This design comes from an exercise in tuning for small area and a short achievable clock period on the open sky130 flow, not from production work. Function was checked by simulation only, so behaviour that the tests miss may differ from the original. Power figures rest on the tool's default switching activity, not on a simulated workload.

before:
==> module aluDispatch, before the edit <==
module aluDispatch (
    input  logic                            clk,
    input  logic                            rstN,
    input  logic                            awvalid,
    output logic                            awready,
    input  logic [aluBusPkg::ADDR_W-1:0]    awaddr,
    input  logic                            wvalid,
    output logic                            wready,
    input  logic [aluPkg::DATA_W-1:0]       wdata,
    output logic                            bvalid,
    input  logic                            bready,
    output logic [aluBusPkg::RESP_W-1:0]    bresp,
    input  logic                            full,
    output logic                            issue,       
    output logic [4:0]                      issueOp,     
    output logic [aluPkg::DATA_W-1:0]       issueA,
    output logic [aluPkg::DATA_W-1:0]       issueB
);
    logic isCmd;
    logic isA;
    logic isB;
    logic cmdLegal;
    logic accept;
    logic errResp;
    logic [5:0] op;
    assign op    = wdata[5:0];
    assign isCmd = (awaddr == aluBusPkg::REG_CMD);
    assign isA   = (awaddr == aluBusPkg::REG_OPA);
    assign isB   = (awaddr == aluBusPkg::REG_OPB);
    always_comb
    begin
        case (op)
            6'h00, 6'h02, 6'h03, 6'h04, 6'h06, 6'h07, 6'h0a, 6'h0b, 6'h1c, 6'h1d,
            6'h20, 6'h21, 6'h22, 6'h23, 6'h24, 6'h25, 6'h26, 6'h27, 6'h2a, 6'h2b:
                cmdLegal = 1'b1;
            default:
                cmdLegal = 1'b0;
        endcase
    end
    assign accept  = awvalid && wvalid && (!bvalid || bready) && !(isCmd && full);
    assign awready = accept;
    assign wready  = accept;
    assign issue   = accept && isCmd && cmdLegal;
    assign errResp = !(isA || isB || (isCmd && cmdLegal));
    always_ff @(posedge clk or negedge rstN)
    begin
        if (!rstN)
            bvalid <= 1'b0;
        else if (accept)
            bvalid <= 1'b1;
        else if (bready)
            bvalid <= 1'b0;
    end
    assign bresp[0] = 1'b0;
    always_ff @(posedge clk)
    begin
        issueOp <= {op[5], op[3:0]};     
        if (accept)
        begin
            bresp[1] <= errResp;
            if (isA)
                issueA <= wdata;
            if (isB)
                issueB <= wdata;
        end
    end
endmodule
Settings: LEC_CHECK=0, CAP_MARGIN=20, CORE_MARGIN=2, CORE_UTILIZATION=40, CTS_BUF_LIST=sky130_fd_sc_hd__clkbuf_8, CTS_CLUSTER_DIAMETER=300, CTS_CLUSTER_SIZE=16, SLEW_MARGIN=20, SYNTH_HIERARCHICAL=1; clock period 26.0 ns.
standard.sh (not shown) runs the stock make flow with config.mk's settings and CLKGATE_MAP_FILE= SYNTH_SCRIPT=/design/flow/synth_recipe.tcl, a recipe that flattens the netlist after the stock synthesis.
==> flow/flow/run.sh <==
#!/bin/bash
# The standard layout, with plain buffers on the ports instead of the
# delay buffers buffer_ports picks on its own, repair aiming for slack well
# beyond the clock target, and no dummy clock loads. Tool output goes to
# make.log here and to orfs/logs.
set -euo pipefail
bash standard.sh \
  "BUFFER_PORTS_ARGS=-buffer_cell sky130_fd_sc_hd__buf_1" \
  SETUP_SLACK_MARGIN=15 \
  "CTS_ARGS=-sink_clustering_enable -repair_clock_nets -sink_clustering_size 16 -sink_clustering_max_diameter 300 -buf_list sky130_fd_sc_hd__clkbuf_8 -dont_use_dummy_load" \
  finish > make.log 2>&1
Every stage of the flow completed for before, and the final layout passed the timing, DRC and antenna checks.
Setup changes, before to after
--- a/flow/design.v
+++ b/flow/design.v
@@ -190,10 +190,22 @@
     end
 endmodule
 `default_nettype wire
 `timescale 1ns/1ps
 `default_nettype none
+module aluAccept (
+    input  logic                            awvalid,
+    input  logic                            wvalid,
+    input  logic [aluBusPkg::ADDR_W-1:0]    awaddr,
+    input  logic                            bvalid,
+    input  logic                            bready,
+    input  logic                            full,
+    output logic                            accept
+);
+    assign accept = awvalid && wvalid && (!bvalid || bready) &&
+                    !((awaddr == aluBusPkg::REG_CMD) && full);
+endmodule
 module aluDispatch (
     input  logic                            clk,
     input  logic                            rstN,
     input  logic                            awvalid,
     output logic                            awready,
@@ -229,13 +241,31 @@
                 cmdLegal = 1'b1;
             default:
                 cmdLegal = 1'b0;
         endcase
     end
-    assign accept  = awvalid && wvalid && (!bvalid || bready) && !(isCmd && full);
-    assign awready = accept;
-    assign wready  = accept;
+    logic acceptOut;
+    aluAccept acceptOut_i (
+        .awvalid    (awvalid),
+        .wvalid     (wvalid),
+        .awaddr     (awaddr),
+        .bvalid     (bvalid),
+        .bready     (bready),
+        .full       (full),
+        .accept     (acceptOut)
+    );
+    aluAccept accept_i (
+        .awvalid    (awvalid),
+        .wvalid     (wvalid),
+        .awaddr     (awaddr),
+        .bvalid     (bvalid),
+        .bready     (bready),
+        .full       (full),
+        .accept     (accept)
+    );
+    assign awready = acceptOut;
+    assign wready  = acceptOut;
     assign issue   = accept && isCmd && cmdLegal;
     assign errResp = !(isA || isB || (isCmd && cmdLegal));
     always_ff @(posedge clk or negedge rstN)
     begin
         if (!rstN)
==> notes.md <==
after vs before — clock share of power rose 0.2 points. Relative to before, multi-input gate count has increased by 6 in after. Between before and after, synthesized cell count is higher for after, before comes in under that. Global routing usage on met3 (higher): before. after against before: synthesized-area fraction occupied by and/or/nand/nor cells increased 0.17 points; register-to-register slack increased 0.46 ns; switching power of the nets increased about 0.54%. Higher post-layout utilization of the core goes to before over after. Switching power share of the total across before and after: no real change. | final total power | before vs after | ≈ equal |. Routed length on met3 down 45 um in after wrt before.

==> port drivers added, routing unchanged <==
Ports are ideal in the flow. The routed layouts listed here were re-timed in OpenROAD.
Step 1 (the two cells are an assumption about what drives the block):
set clk [get_ports {clk}]
set_driving_cell -lib_cell sky130_fd_sc_hd__clkbuf_16 $clk
set_driving_cell -lib_cell sky130_fd_sc_hd__buf_2 [delete_from_list [all_inputs] $clk]
Step 2 also shifts input and output timing later by t, the mid clock arrival at the registers, as if the neighbouring blocks saw the same clock.
Three values: no drivers, after step 1, after step 2; two values: the first two.
| run | t, ns | setup WS [ns] | worst slew at a driven data input, ns |
|---|---|---|---|
| before | 0.632 | 14.727 / 14.696 / 14.696 | 0.06 |
| after | 0.608 | 14.841 / 14.789 / 14.789 | 0.07 |
After both steps every run listed still meets setup and hold. For after, which loses most, drivers alone change the setup slack by -0.052 ns; drivers and shift together by -0.052 ns.
